What follows belongs to an exercise in optimizing a design on an open flow for small area; a production flow would make more cautious choices. Function was checked by simulation only, so behaviour that the tests miss may differ from the original. Power is estimated from default activity; no workload was simulated.

==> job 4460 <==
// branch_chkpt_ctrl
module branch_chkpt_ctrl #(
    parameter int NUM_CHKPT = branch_chkpt_ctrl_pkg::NUM_CHKPT,
    parameter int TAG_W     = branch_chkpt_ctrl_pkg::CHKPT_TAG_W
) (
    input  logic                                        clk_i,
    input  logic                                        rst_i,
    input  logic                                        chkpt_we_i,
    input  logic [branch_chkpt_ctrl_pkg::MAP_W-1:0]     chkpt_rat_map_i,
    input  logic [branch_chkpt_ctrl_pkg::PREG_W-1:0]    chkpt_fl_head_i,
    input  logic [branch_chkpt_ctrl_pkg::COUNT_W-1:0]   chkpt_fl_free_count_i,
    output logic [TAG_W-1:0]                            chkpt_tag_o,
    output logic                                        chkpt_avail_o,
    input  logic                                        commit_free_valid_i,
    input  logic [branch_chkpt_ctrl_pkg::PREG_W-1:0]    fl_live_tail_i,
    input  logic                                        resolve_valid_i,
    input  logic [TAG_W-1:0]                            resolve_tag_i,
    input  logic                                        resolve_mispredict_i,
    output logic                                        rat_recover_o,
    output logic [branch_chkpt_ctrl_pkg::MAP_W-1:0]     rat_recover_map_o,
    output logic                                        fl_recover_o,
    output logic [branch_chkpt_ctrl_pkg::PREG_W-1:0]    fl_recover_head_o,
    output logic [branch_chkpt_ctrl_pkg::PREG_W-1:0]    fl_recover_tail_o,
    output logic [branch_chkpt_ctrl_pkg::COUNT_W-1:0]   fl_recover_free_count_o,
    output logic                                        flush_o,
    output logic                                        busy_o
);
export LEC_CHECK = 0
export ABC_AREA = 1
export CAP_MARGIN = 20
export CORE_MARGIN = 2
export CORE_UTILIZATION = 30
export SLEW_MARGIN = 20
create_clock -name core_clock -period 5.5 [get_ports {clk_i}]
standard.sh (not shown) runs the stock make flow with config.mk's settings and CLKGATE_MAP_FILE= SYNTH_SCRIPT=/design/flow/synth_recipe.tcl, a recipe that flattens the netlist after the stock synthesis.
==> flow/flow/run.sh <==
#!/bin/bash
# Own layout flow: the standard synthesis, then a re-mapping of the datapath's
# combinational logic (registers untouched, see remap.py), then the standard layout steps
# with the ports buffered by the smallest buffer and a clock tree of small buffers without
# dummy loads.
set -euo pipefail
W=$(pwd)
R=$W/orfs/results/${FLOW_PLATFORM}/branch_chkpt_ctrl/base
bash standard.sh synth > $W/flow_synth.log 2>&1
cp $R/1_2_yosys.v $W/1_2_yosys.standard.v
python3 $W/flow/remap.py $R/1_2_yosys.v > $W/flow_remap.log 2>&1
rm -f $R/1_synth.odb $R/1_synth.sdc
export BUFFER_PORTS_ARGS="-buffer_cell sky130_fd_sc_hd__buf_1"
export CTS_ARGS="-sink_clustering_enable -repair_clock_nets -dont_use_dummy_load -sink_clustering_size 16 -sink_clustering_max_diameter 80 -buf_list {sky130_fd_sc_hd__clkbuf_4 sky130_fd_sc_hd__clkbuf_8}"
bash standard.sh finish > $W/flow_finish.log 2>&1
Other scripts of this flow, unchanged in this note and not shown: flow/flow/remap.py
==> job 7318: changes against job 4460 <==
--- a/flow/flow/run.sh
+++ b/flow/flow/run.sh
@@ -7,9 +7,9 @@
 W=$(pwd)
 R=$W/orfs/results/${FLOW_PLATFORM}/branch_chkpt_ctrl/base
 bash standard.sh synth > $W/flow_synth.log 2>&1
 cp $R/1_2_yosys.v $W/1_2_yosys.standard.v
 python3 $W/flow/remap.py $R/1_2_yosys.v > $W/flow_remap.log 2>&1
 rm -f $R/1_synth.odb $R/1_synth.sdc
 export BUFFER_PORTS_ARGS="-buffer_cell sky130_fd_sc_hd__buf_1"
-export CTS_ARGS="-sink_clustering_enable -repair_clock_nets -dont_use_dummy_load -sink_clustering_size 16 -sink_clustering_max_diameter 80 -buf_list {sky130_fd_sc_hd__clkbuf_4 sky130_fd_sc_hd__clkbuf_8}"
+export CTS_ARGS="-sink_clustering_enable -repair_clock_nets -dont_use_dummy_load -sink_clustering_size 16 -sink_clustering_max_diameter 80 -buf_list {sky130_fd_sc_hd__clkbuf_8}"
 bash standard.sh finish > $W/flow_finish.log 2>&1
--- a/flow/config.mk
+++ b/flow/config.mk
@@ -4,9 +4,9 @@
 export VERILOG_FILES = /design/flow/design.v
 export SDC_FILE = /design/flow/constraint.sdc
 export NUM_CORES = 4
 export LEC_CHECK = 0
 export ABC_AREA = 1
 export CAP_MARGIN = 20
 export CORE_MARGIN = 2
-export CORE_UTILIZATION = 30
+export CORE_UTILIZATION = 36
 export SLEW_MARGIN = 20
==> job 561: changes against job 4460 <==
--- a/flow/design.v
+++ b/flow/design.v
@@ -63,43 +63,35 @@
     logic               full;
     logic               tag_hit;
     logic               mispredict;
     logic               resolve_ok;
     logic               capture;
     logic               retire;
     logic [PTR_W-1:0]   res_idx;
-    logic [1:0]         res_dist;
-    logic [1:0]         slot_dist [NUM_CHKPT];
+    logic [PTR_W-1:0]   res_dist;
     logic [NUM_CHKPT-1:0] younger_mask;
-    logic [1:0]         oldest_inc;
-    logic [1:0]         alloc_inc;
     logic [NUM_CHKPT-1:0] wr_en;
     logic [NUM_CHKPT-1:0] wr_hold;       
     logic [COUNT_W-1:0] cbase_in;
     assign full          = slot_valid[alloc_q];
     assign res_idx       = resolve_tag_i[PTR_W-1:0];
     assign tag_hit       = resolve_valid_i && (resolve_tag_i[TAG_W-1:PTR_W] == '0)
                            && slot_valid[res_idx] && !recover_q;
     assign mispredict    = tag_hit && resolve_mispredict_i;
     assign resolve_ok    = tag_hit && !resolve_mispredict_i;
     assign chkpt_avail_o = !full && !recover_q && !(resolve_valid_i && resolve_mispredict_i);
     assign capture       = chkpt_we_i && chkpt_avail_o;
     assign retire        = slot_valid[oldest_q] && slot_resolved[oldest_q];
-    assign res_dist      = {res_idx[1] ^ oldest_q[1] ^ (~res_idx[0] & oldest_q[0]), res_idx[0] ^ oldest_q[0]};
-    assign oldest_inc    = {oldest_q[1] ^ oldest_q[0], ~oldest_q[0]};
-    assign alloc_inc     = {alloc_q[1] ^ alloc_q[0], ~alloc_q[0]};
+    assign res_dist      = res_idx - oldest_q;
     assign chkpt_tag_o   = TAG_W'(alloc_q);
     assign free_cnt_d    = free_cnt_q + COUNT_W'(commit_free_valid_i);
     assign cbase_in      = chkpt_fl_free_count_i - free_cnt_d;
     always_comb begin
         for (int i = 0; i < NUM_CHKPT; i++) begin
-            slot_dist[i]    = {PTR_W'(i) ^ oldest_q};
-            slot_dist[i][1] = slot_dist[i][1] ^ (PTR_W'(i) == PTR_W'(0) || PTR_W'(i) == PTR_W'(2) ? oldest_q[0] : 1'b0);
-            younger_mask[i] = (slot_dist[i][1] & ~res_dist[1])
-                              | (~(slot_dist[i][1] ^ res_dist[1]) & (slot_dist[i][0] | ~res_dist[0]));
+            younger_mask[i] = (PTR_W'(i) - oldest_q) >= res_dist;
             wr_en[i]        = capture && (alloc_q == PTR_W'(i));
             wr_hold[i]      = !chkpt_we_i || full || recover_q || (resolve_valid_i && resolve_mispredict_i)
                               || (alloc_q != PTR_W'(i));
         end
     end
     always_ff @(posedge clk_i or posedge rst_i) begin
         if (rst_i) begin
@@ -110,23 +102,23 @@
             slot_resolved <= '0;
             free_cnt_q    <= '0;
         end else begin
             recover_q  <= mispredict;
             free_cnt_q <= free_cnt_d;
             if (retire) begin
                 slot_valid[oldest_q] <= 1'b0;
-                oldest_q             <= oldest_inc;
+                oldest_q             <= oldest_q + 1'b1;
             end
             if (resolve_ok) begin
                 slot_resolved[res_idx] <= 1'b1;
             end
             if (capture) begin
                 slot_valid[alloc_q]    <= 1'b1;
                 slot_resolved[alloc_q] <= 1'b0;
-                alloc_q                <= alloc_inc;
+                alloc_q                <= alloc_q + 1'b1;
             end
             if (mispredict) begin
                 for (int i = 0; i < NUM_CHKPT; i++) begin
                     if (younger_mask[i]) begin
                         slot_valid[i] <= 1'b0;
                     end
                 end
--- a/flow/flow/run.sh
+++ b/flow/flow/run.sh
@@ -7,9 +7,9 @@
 W=$(pwd)
 R=$W/orfs/results/${FLOW_PLATFORM}/branch_chkpt_ctrl/base
 bash standard.sh synth > $W/flow_synth.log 2>&1
 cp $R/1_2_yosys.v $W/1_2_yosys.standard.v
 python3 $W/flow/remap.py $R/1_2_yosys.v > $W/flow_remap.log 2>&1
 rm -f $R/1_synth.odb $R/1_synth.sdc
 export BUFFER_PORTS_ARGS="-buffer_cell sky130_fd_sc_hd__buf_1"
-export CTS_ARGS="-sink_clustering_enable -repair_clock_nets -dont_use_dummy_load -sink_clustering_size 16 -sink_clustering_max_diameter 80 -buf_list {sky130_fd_sc_hd__clkbuf_4 sky130_fd_sc_hd__clkbuf_8}"
+export CTS_ARGS="-sink_clustering_enable -repair_clock_nets -dont_use_dummy_load -sink_clustering_size 20 -sink_clustering_max_diameter 65 -buf_list {sky130_fd_sc_hd__clkbuf_8}"
 bash standard.sh finish > $W/flow_finish.log 2>&1
==> job 3783: changes against job 4460 <==
--- a/flow/flow/run.sh
+++ b/flow/flow/run.sh
@@ -7,9 +7,9 @@
 W=$(pwd)
 R=$W/orfs/results/${FLOW_PLATFORM}/branch_chkpt_ctrl/base
 bash standard.sh synth > $W/flow_synth.log 2>&1
 cp $R/1_2_yosys.v $W/1_2_yosys.standard.v
 python3 $W/flow/remap.py $R/1_2_yosys.v > $W/flow_remap.log 2>&1
 rm -f $R/1_synth.odb $R/1_synth.sdc
 export BUFFER_PORTS_ARGS="-buffer_cell sky130_fd_sc_hd__buf_1"
-export CTS_ARGS="-sink_clustering_enable -repair_clock_nets -dont_use_dummy_load -sink_clustering_size 16 -sink_clustering_max_diameter 80 -buf_list {sky130_fd_sc_hd__clkbuf_4 sky130_fd_sc_hd__clkbuf_8}"
+export CTS_ARGS="-sink_clustering_enable -repair_clock_nets -dont_use_dummy_load -sink_clustering_size 16 -sink_clustering_max_diameter 80 -buf_list {sky130_fd_sc_hd__clkbuf_8}"
 bash standard.sh finish > $W/flow_finish.log 2>&1
--- a/flow/config.mk
+++ b/flow/config.mk
@@ -5,8 +5,10 @@
 export SDC_FILE = /design/flow/constraint.sdc
 export NUM_CORES = 4
 export LEC_CHECK = 0
 export ABC_AREA = 1
 export CAP_MARGIN = 20
 export CORE_MARGIN = 2
 export CORE_UTILIZATION = 30
+export GPL_TIMING_DRIVEN = 0
+export PLACE_DENSITY = 0.75
 export SLEW_MARGIN = 20
==> notes.md <==
- Status: finished clean
- Die Width: 313 µm
- M2 GR Usage: 28.2%
- Worst Hold Launch: slot_data[3][197]$_DFF_P_
- Sequential power: 0.0106 W
- Hpwl dp: between 50 and 60 mm
- Sw Pwr: 0.00694 W
- # rows: ~110
- Worst relative slew slack: between 30% and 40%
That was job 3783.
==> notes.md <==
- Sequential power: 0.0106 W
- Hpwl dp: 50.9 mm
- # rows: 113
- CP Class: reg2out
- Die Width: ~310 µm
- Combinational share of power: 32.7%
- Status: finished clean
- Sw Pwr: 0.00672 W
- M2 GR Usage: roughly 28%
That was job 4460.
==> notes.md <==
- Die Width: 313 µm
- # rows: 113
- Hold Path Depth: 1
- Status: finished clean
- Worst Hold Launch: slot_data[2][111]$_DFF_P_
- Worst relative slew slack: between 30% and 40%
- Biggest regs: slot_data: 792 flops, slot_cbase: 28 flops, free_cnt_q: 7 flops
- Sw Pwr: 0.00672 W
That was job 561.
==> notes.md <==
- Sequential power: 0.0107 W
- Final Wtd Congestion: 0.804
- Status: finished clean
- M2 GR Usage: about 37%
- Die Width: 286 µm
- Hpwl dp: 56.3 mm
- Worst relative slew slack: 32.8%
- Sw Pwr: 0.00701 W
- Worst Hold Launch: slot_data[2][186]$_DFF_P_
That was job 7318.

* * *

==> juniper: inputs <==
==> flow/design.v <==
package branch_chkpt_ctrl_pkg;
    localparam int PREGS       = 64;
    localparam int PREG_W      = 6;
    localparam int COUNT_W     = $clog2(PREGS) + 1;
    localparam int NUM_ARCH    = 32;
    localparam int MAP_W       = NUM_ARCH * PREG_W;
    localparam int NUM_CHKPT   = 4;
    localparam int CHKPT_TAG_W = 4;
    typedef enum logic {
        ST_IDLE,
        ST_RECOVER
    } chkpt_state_e;
    typedef struct packed {
        logic [MAP_W-1:0]   rat_map;
        logic [PREG_W-1:0]  fl_head;
        logic [COUNT_W-1:0] fl_count;
        logic [COUNT_W-1:0] free_since;
        logic               valid;
        logic               resolved;
    } chkpt_slot_t;
endpackage
module branch_chkpt_ctrl #(
    parameter int NUM_CHKPT = branch_chkpt_ctrl_pkg::NUM_CHKPT,
    parameter int TAG_W     = branch_chkpt_ctrl_pkg::CHKPT_TAG_W
) (
    input  logic                                        clk_i,
    input  logic                                        rst_i,
    input  logic                                        chkpt_we_i,
    input  logic [branch_chkpt_ctrl_pkg::MAP_W-1:0]     chkpt_rat_map_i,
    input  logic [branch_chkpt_ctrl_pkg::PREG_W-1:0]    chkpt_fl_head_i,
    input  logic [branch_chkpt_ctrl_pkg::COUNT_W-1:0]   chkpt_fl_free_count_i,
    output logic [TAG_W-1:0]                            chkpt_tag_o,
    output logic                                        chkpt_avail_o,
    input  logic                                        commit_free_valid_i,
    input  logic [branch_chkpt_ctrl_pkg::PREG_W-1:0]    fl_live_tail_i,
    input  logic                                        resolve_valid_i,
    input  logic [TAG_W-1:0]                            resolve_tag_i,
    input  logic                                        resolve_mispredict_i,
    output logic                                        rat_recover_o,
    output logic [branch_chkpt_ctrl_pkg::MAP_W-1:0]     rat_recover_map_o,
    output logic                                        fl_recover_o,
    output logic [branch_chkpt_ctrl_pkg::PREG_W-1:0]    fl_recover_head_o,
    output logic [branch_chkpt_ctrl_pkg::PREG_W-1:0]    fl_recover_tail_o,
    output logic [branch_chkpt_ctrl_pkg::COUNT_W-1:0]   fl_recover_free_count_o,
    output logic                                        flush_o,
    output logic                                        busy_o
);
    localparam int PTR_W   = $clog2(NUM_CHKPT);
    localparam int MAP_W   = branch_chkpt_ctrl_pkg::MAP_W;
    localparam int PREG_W  = branch_chkpt_ctrl_pkg::PREG_W;
    localparam int COUNT_W = branch_chkpt_ctrl_pkg::COUNT_W;
    localparam logic ST_IDLE    = 1'b0;
    localparam logic ST_RECOVER = 1'b1;
    logic [MAP_W-1:0]   slot_rat_map    [NUM_CHKPT];
    logic [PREG_W-1:0]  slot_fl_head    [NUM_CHKPT];
    logic [COUNT_W-1:0] slot_fl_count   [NUM_CHKPT];
    logic [COUNT_W-1:0] slot_free_since [NUM_CHKPT];
    logic [NUM_CHKPT-1:0] slot_valid;
    logic [NUM_CHKPT-1:0] slot_resolved;
    logic [PTR_W-1:0]   oldest_q;
    logic [PTR_W-1:0]   alloc_q;
    logic [PTR_W-1:0]   rec_tag_q;
    logic               state_q;
    logic               state_d;
    logic               full;
    logic               tag_in_range;
    logic               tag_hit;
    logic               mispredict;
    logic               resolve_ok;
    logic               capture;
    logic               retire;
    logic [PTR_W-1:0]   res_idx;
    logic [PTR_W-1:0]   res_dist;
    logic [NUM_CHKPT-1:0] younger_mask;
    assign full          = slot_valid[alloc_q];
    assign res_idx       = resolve_tag_i[PTR_W-1:0];
    assign tag_in_range  = {1'b0, resolve_tag_i} < (TAG_W+1)'(NUM_CHKPT);
    assign tag_hit       = resolve_valid_i && tag_in_range && slot_valid[res_idx]
                           && (state_q == ST_IDLE);
    assign mispredict    = tag_hit && resolve_mispredict_i;
    assign resolve_ok    = tag_hit && !resolve_mispredict_i;
    assign chkpt_avail_o = !full && (state_q == ST_IDLE)
                           && !(resolve_valid_i && resolve_mispredict_i);
    assign capture       = chkpt_we_i && chkpt_avail_o;
    assign retire        = slot_valid[oldest_q] && slot_resolved[oldest_q];
    assign res_dist      = res_idx - oldest_q;
    assign chkpt_tag_o   = TAG_W'(alloc_q);
    assign busy_o        = (state_q != ST_IDLE);
    always_comb begin
        younger_mask = '0;
        for (int i = 0; i < NUM_CHKPT; i++) begin
            younger_mask[i] = (PTR_W'(i) - oldest_q) >= res_dist;
        end
    end
    always_ff @(posedge clk_i or posedge rst_i) begin
        if (rst_i) begin
            state_q   <= ST_IDLE;
            oldest_q  <= '0;
            alloc_q   <= '0;
            rec_tag_q <= '0;
            for (int i = 0; i < NUM_CHKPT; i++) begin
                slot_rat_map[i]    <= '0;
                slot_fl_head[i]    <= '0;
                slot_fl_count[i]   <= '0;
                slot_free_since[i] <= '0;
                slot_valid[i]      <= 1'b0;
                slot_resolved[i]   <= 1'b0;
            end
        end else begin
            state_q <= state_d;
            for (int i = 0; i < NUM_CHKPT; i++) begin
                if (commit_free_valid_i && slot_valid[i]) begin
                    slot_free_since[i] <= slot_free_since[i] + 1'b1;
                end
            end
            if (retire) begin
                slot_valid[oldest_q] <= 1'b0;
                oldest_q             <= oldest_q + 1'b1;
            end
            if (resolve_ok) begin
                slot_resolved[res_idx] <= 1'b1;
            end
            if (capture) begin
                slot_rat_map[alloc_q]    <= chkpt_rat_map_i;
                slot_fl_head[alloc_q]    <= chkpt_fl_head_i;
                slot_fl_count[alloc_q]   <= chkpt_fl_free_count_i;
                slot_free_since[alloc_q] <= '0;
                slot_valid[alloc_q]      <= 1'b1;
                slot_resolved[alloc_q]   <= 1'b0;
                alloc_q                  <= alloc_q + 1'b1;
            end
            if (mispredict) begin
                for (int i = 0; i < NUM_CHKPT; i++) begin
                    if (younger_mask[i]) begin
                        slot_valid[i] <= 1'b0;
                    end
                end
                alloc_q   <= res_idx;
                rec_tag_q <= res_idx;
            end
        end
    end
    always_comb begin
        state_d = state_q;
        case (state_q)
            ST_IDLE:    if (mispredict) state_d = ST_RECOVER;
            ST_RECOVER: state_d = ST_IDLE;
            default:    state_d = ST_IDLE;
        endcase
    end
    always_comb begin
        rat_recover_o           = 1'b0;
        fl_recover_o            = 1'b0;
        flush_o                 = 1'b0;
        rat_recover_map_o       = '0;
        fl_recover_head_o       = '0;
        fl_recover_tail_o       = '0;
        fl_recover_free_count_o = '0;
        if (state_q == ST_RECOVER) begin
            rat_recover_o           = 1'b1;
            fl_recover_o            = 1'b1;
            flush_o                 = 1'b1;
            rat_recover_map_o       = slot_rat_map[rec_tag_q];
            fl_recover_head_o       = slot_fl_head[rec_tag_q];
            fl_recover_tail_o       = fl_live_tail_i;
            fl_recover_free_count_o = slot_fl_count[rec_tag_q] + slot_free_since[rec_tag_q]
                                      + COUNT_W'(commit_free_valid_i);
        end
    end
endmodule
==> flow/run.sh <==
#!/bin/bash
# synth_recipe.tcl (not shown) runs the flow's synth.tcl, then flattens the netlist and writes it again
# the make line also repeats each setting of config.mk as NAME=value (left out here)
make -C /OpenROAD-flow-scripts/flow DESIGN_CONFIG=/design/flow/config.mk WORK_HOME=/design/flow/orfs CLKGATE_MAP_FILE= SYNTH_SCRIPT=/design/flow/synth_recipe.tcl finish
==> flow/config.mk <==
export PLATFORM = sky130hd
export DESIGN_NAME = branch_chkpt_ctrl
export DESIGN_NICKNAME = branch_chkpt_ctrl
export VERILOG_FILES = /design/flow/design.v
export SDC_FILE = /design/flow/constraint.sdc
export NUM_CORES = 4
export LEC_CHECK = 0
export CAP_MARGIN = 20
export CORE_MARGIN = 2
export CORE_UTILIZATION = 40
export SLEW_MARGIN = 20
==> flow/constraint.sdc <==
create_clock -name core_clock -period 5.5 [get_ports {clk_i}]
set_input_delay 1.1000 -clock core_clock [delete_from_list [all_inputs] [get_ports {clk_i}]]
set_output_delay 1.1000 -clock core_clock [all_outputs]
set_load 0.01 [all_outputs]
==> xenon (differences from juniper) <==
==> flow/design.v, changed modules only <==
module branch_chkpt_ctrl #(
    parameter int NUM_CHKPT = branch_chkpt_ctrl_pkg::NUM_CHKPT,
    parameter int TAG_W     = branch_chkpt_ctrl_pkg::CHKPT_TAG_W
) (
    input  logic                                        clk_i,
    input  logic                                        rst_i,
    input  logic                                        chkpt_we_i,
    input  logic [branch_chkpt_ctrl_pkg::MAP_W-1:0]     chkpt_rat_map_i,
    input  logic [branch_chkpt_ctrl_pkg::PREG_W-1:0]    chkpt_fl_head_i,
    input  logic [branch_chkpt_ctrl_pkg::COUNT_W-1:0]   chkpt_fl_free_count_i,
    output logic [TAG_W-1:0]                            chkpt_tag_o,
    output logic                                        chkpt_avail_o,
    input  logic                                        commit_free_valid_i,
    input  logic [branch_chkpt_ctrl_pkg::PREG_W-1:0]    fl_live_tail_i,
    input  logic                                        resolve_valid_i,
    input  logic [TAG_W-1:0]                            resolve_tag_i,
    input  logic                                        resolve_mispredict_i,
    output logic                                        rat_recover_o,
    output logic [branch_chkpt_ctrl_pkg::MAP_W-1:0]     rat_recover_map_o,
    output logic                                        fl_recover_o,
    output logic [branch_chkpt_ctrl_pkg::PREG_W-1:0]    fl_recover_head_o,
    output logic [branch_chkpt_ctrl_pkg::PREG_W-1:0]    fl_recover_tail_o,
    output logic [branch_chkpt_ctrl_pkg::COUNT_W-1:0]   fl_recover_free_count_o,
    output logic                                        flush_o,
    output logic                                        busy_o
);
    localparam int PTR_W   = $clog2(NUM_CHKPT);
    localparam int MAP_W   = branch_chkpt_ctrl_pkg::MAP_W;
    localparam int PREG_W  = branch_chkpt_ctrl_pkg::PREG_W;
    localparam int COUNT_W = branch_chkpt_ctrl_pkg::COUNT_W;
    localparam int DATA_W  = MAP_W + PREG_W;
    logic [DATA_W-1:0]  slot_data  [NUM_CHKPT];
    logic [COUNT_W-1:0] slot_count [NUM_CHKPT];
    logic [NUM_CHKPT-1:0] slot_valid;
    logic [NUM_CHKPT-1:0] slot_resolved;
    logic [PTR_W-1:0]   oldest_q;
    logic [PTR_W-1:0]   alloc_q;
    logic [NUM_CHKPT-1:0] rec_sel_q;     
    logic               recover_q;
    logic               full;
    logic               tag_hit;
    logic               mispredict;
    logic               resolve_ok;
    logic               capture;
    logic               retire;
    logic [PTR_W-1:0]   res_idx;
    logic [PTR_W-1:0]   res_dist;
    logic [NUM_CHKPT-1:0] younger_mask;
    logic [NUM_CHKPT-1:0] wr_en;
    assign full          = slot_valid[alloc_q];
    assign res_idx       = resolve_tag_i[PTR_W-1:0];
    assign tag_hit       = resolve_valid_i && (resolve_tag_i[TAG_W-1:PTR_W] == '0)
                           && slot_valid[res_idx] && !recover_q;
    assign mispredict    = tag_hit && resolve_mispredict_i;
    assign resolve_ok    = tag_hit && !resolve_mispredict_i;
    assign chkpt_avail_o = !full && !recover_q && !(resolve_valid_i && resolve_mispredict_i);
    assign capture       = chkpt_we_i && chkpt_avail_o;
    assign retire        = slot_valid[oldest_q] && slot_resolved[oldest_q];
    assign res_dist      = res_idx - oldest_q;
    assign chkpt_tag_o   = TAG_W'(alloc_q);
    always_comb begin
        for (int i = 0; i < NUM_CHKPT; i++) begin
            younger_mask[i] = (PTR_W'(i) - oldest_q) >= res_dist;
            wr_en[i]        = capture && (alloc_q == PTR_W'(i));
        end
    end
    always_ff @(posedge clk_i or posedge rst_i) begin
        if (rst_i) begin
            recover_q     <= 1'b0;
            oldest_q      <= '0;
            alloc_q       <= '0;
            slot_valid    <= '0;
            slot_resolved <= '0;
        end else begin
            recover_q <= mispredict;
            if (retire) begin
                slot_valid[oldest_q] <= 1'b0;
                oldest_q             <= oldest_q + 1'b1;
            end
            if (resolve_ok) begin
                slot_resolved[res_idx] <= 1'b1;
            end
            if (capture) begin
                slot_valid[alloc_q]    <= 1'b1;
                slot_resolved[alloc_q] <= 1'b0;
                alloc_q                <= alloc_q + 1'b1;
            end
            if (mispredict) begin
                for (int i = 0; i < NUM_CHKPT; i++) begin
                    if (younger_mask[i]) begin
                        slot_valid[i] <= 1'b0;
                    end
                end
                alloc_q <= res_idx;
            end
        end
    end
    always_ff @(posedge clk_i) begin
        if (mispredict) begin
            for (int i = 0; i < NUM_CHKPT; i++) begin
                rec_sel_q[i] <= (res_idx == PTR_W'(i));
            end
        end
        for (int i = 0; i < NUM_CHKPT; i++) begin
            if (wr_en[i]) begin
                slot_data[i]  <= {chkpt_fl_head_i, chkpt_rat_map_i};
                slot_count[i] <= chkpt_fl_free_count_i;
            end else if (commit_free_valid_i && slot_valid[i]) begin
                slot_count[i] <= slot_count[i] + 1'b1;
            end
        end
    end
    logic [DATA_W-1:0]  rec_data;
    logic [COUNT_W-1:0] rec_count;
    always_comb begin
        rec_data  = '0;
        rec_count = '0;
        for (int i = 0; i < NUM_CHKPT; i++) begin
            rec_data  = rec_data  | ({DATA_W{rec_sel_q[i]}}  & slot_data[i]);
            rec_count = rec_count | ({COUNT_W{rec_sel_q[i]}} & slot_count[i]);
        end
    end
    assign rat_recover_o           = recover_q;
    assign fl_recover_o            = recover_q;
    assign flush_o                 = recover_q;
    assign busy_o                  = recover_q;
    assign rat_recover_map_o       = rec_data[MAP_W-1:0];
    assign fl_recover_head_o       = rec_data[DATA_W-1:MAP_W];
    assign fl_recover_tail_o       = fl_live_tail_i;
    assign fl_recover_free_count_o = rec_count + COUNT_W'(commit_free_valid_i);
endmodule
==> flow/flow/run.sh (new file) <==
#!/bin/bash
# Own layout flow: the standard synthesis, then a re-mapping of the snapshot datapath's
# combinational logic (registers untouched), then the standard layout steps with the ports
# buffered by the smallest buffer.
set -euo pipefail
W=$(pwd)
R=$W/orfs/results/${FLOW_PLATFORM}/branch_chkpt_ctrl/base
bash standard.sh synth > $W/flow_synth.log 2>&1
cp $R/1_2_yosys.v $W/1_2_yosys.standard.v
rm -f $R/1_synth.odb $R/1_synth.sdc
export BUFFER_PORTS_ARGS="-buffer_cell sky130_fd_sc_hd__buf_1"
bash standard.sh finish > $W/flow_finish.log 2>&1
==> flow/standard.sh (new file) <==
#!/bin/bash
# synth_recipe.tcl (not shown) runs the flow's synth.tcl, then flattens the netlist and writes it again
# the make line also repeats each setting of config.mk as NAME=value (left out here)
make -C /OpenROAD-flow-scripts/flow DESIGN_CONFIG=/design/flow/config.mk WORK_HOME=/design/flow/orfs CLKGATE_MAP_FILE= SYNTH_SCRIPT=/design/flow/synth_recipe.tcl "${@:-finish}"
Settings changed: ABC_AREA set to 1.
removed: flow/run.sh
==> comparison table <==
| quantity | xenon | juniper |
|---|---|---|
| Syn avg cell area | 13.9 sq um | 16.5 sq um |
| Sequential cell area | 0.0251 sq mm | 0.0216 sq mm |
| Run status | timing/DRC/antenna clean | timing/DRC/antenna clean |
| Critical path depth | 5 | 9 |
| Post-Route Utilization | 0.474 | 0.493 |
| Vias in the first global route | 19,000 | 26,300 |
| TAP cells | 1,050 | 1,368 |
| Pre-CTS setup slack | 1610 ps | 600 ps |
| Effective utilization at floorplan | 0.402 | 0.404 |
| Tcrit/Tclk final | 0.743 | 0.929 |
| Setup slack on the worst flop-to-flop path | 2580 ps | 2240 ps |
| Met3 Resource Use GR | 0.0434 | 0.0455 |
| Count of synthesis-stage warnings from yosys | 3 | 5 |
| Number of flip-flops under the largest register name | 792 | 768 |
| Portion of total power attributed to sequential cells | 0.518 | 0.402 |

[separate check: timing with driven ports]
The flow's constraints put no driver on any port. The routed layouts listed below were extracted and timed again, unchanged, in two steps. Step 1 (the two cells are an assumption about what drives the block):
set clk [get_ports {clk_i}]
set_driving_cell -lib_cell sky130_fd_sc_hd__clkbuf_16 $clk
set_driving_cell -lib_cell sky130_fd_sc_hd__buf_2 [delete_from_list [all_inputs] $clk]
Step 2 adds t to the input delays and takes it off the output delays; t is the mean of the earliest and latest rising clock arrival at the registers after step 1. Input paths then give back, and output paths get back, about the clock's delay inside the block. a / b / c = ideal / step 1 / step 2; a / b = the first two.
run | shift t [ns] | setup slack, ns | hold WS [ns] | clock arrival spread, ns
job 4460 | 0.768 | 0.314 / 0.253 / 0.394 | 0.475 / 0.469 / 0.475 | 0.074 / 0.074
job 7318 | 0.743 | 0.199 / 0.136 / 0.325 | 0.480 / 0.480 / 0.480 | 0.067 / 0.066
job 561 | 0.770 | 0.226 / 0.161 / 0.387 | 0.474 / 0.458 / 0.474 | 0.086 / 0.086
job 3783 | 0.710 | 0.193 / 0.139 / 0.411 | 0.472 / 0.472 / 0.472 | 0.093 / 0.094
juniper | 0.736 | 0.390 / 0.321 / 0.546 | 0.488 / 0.488 / 0.488 | 0.024 / 0.024
xenon | 0.690 | 1.414 / 1.352 / 1.826 | 0.477 / 0.449 / 0.573 | 0.037 / 0.037
After both steps setup and hold are still met in every run listed.
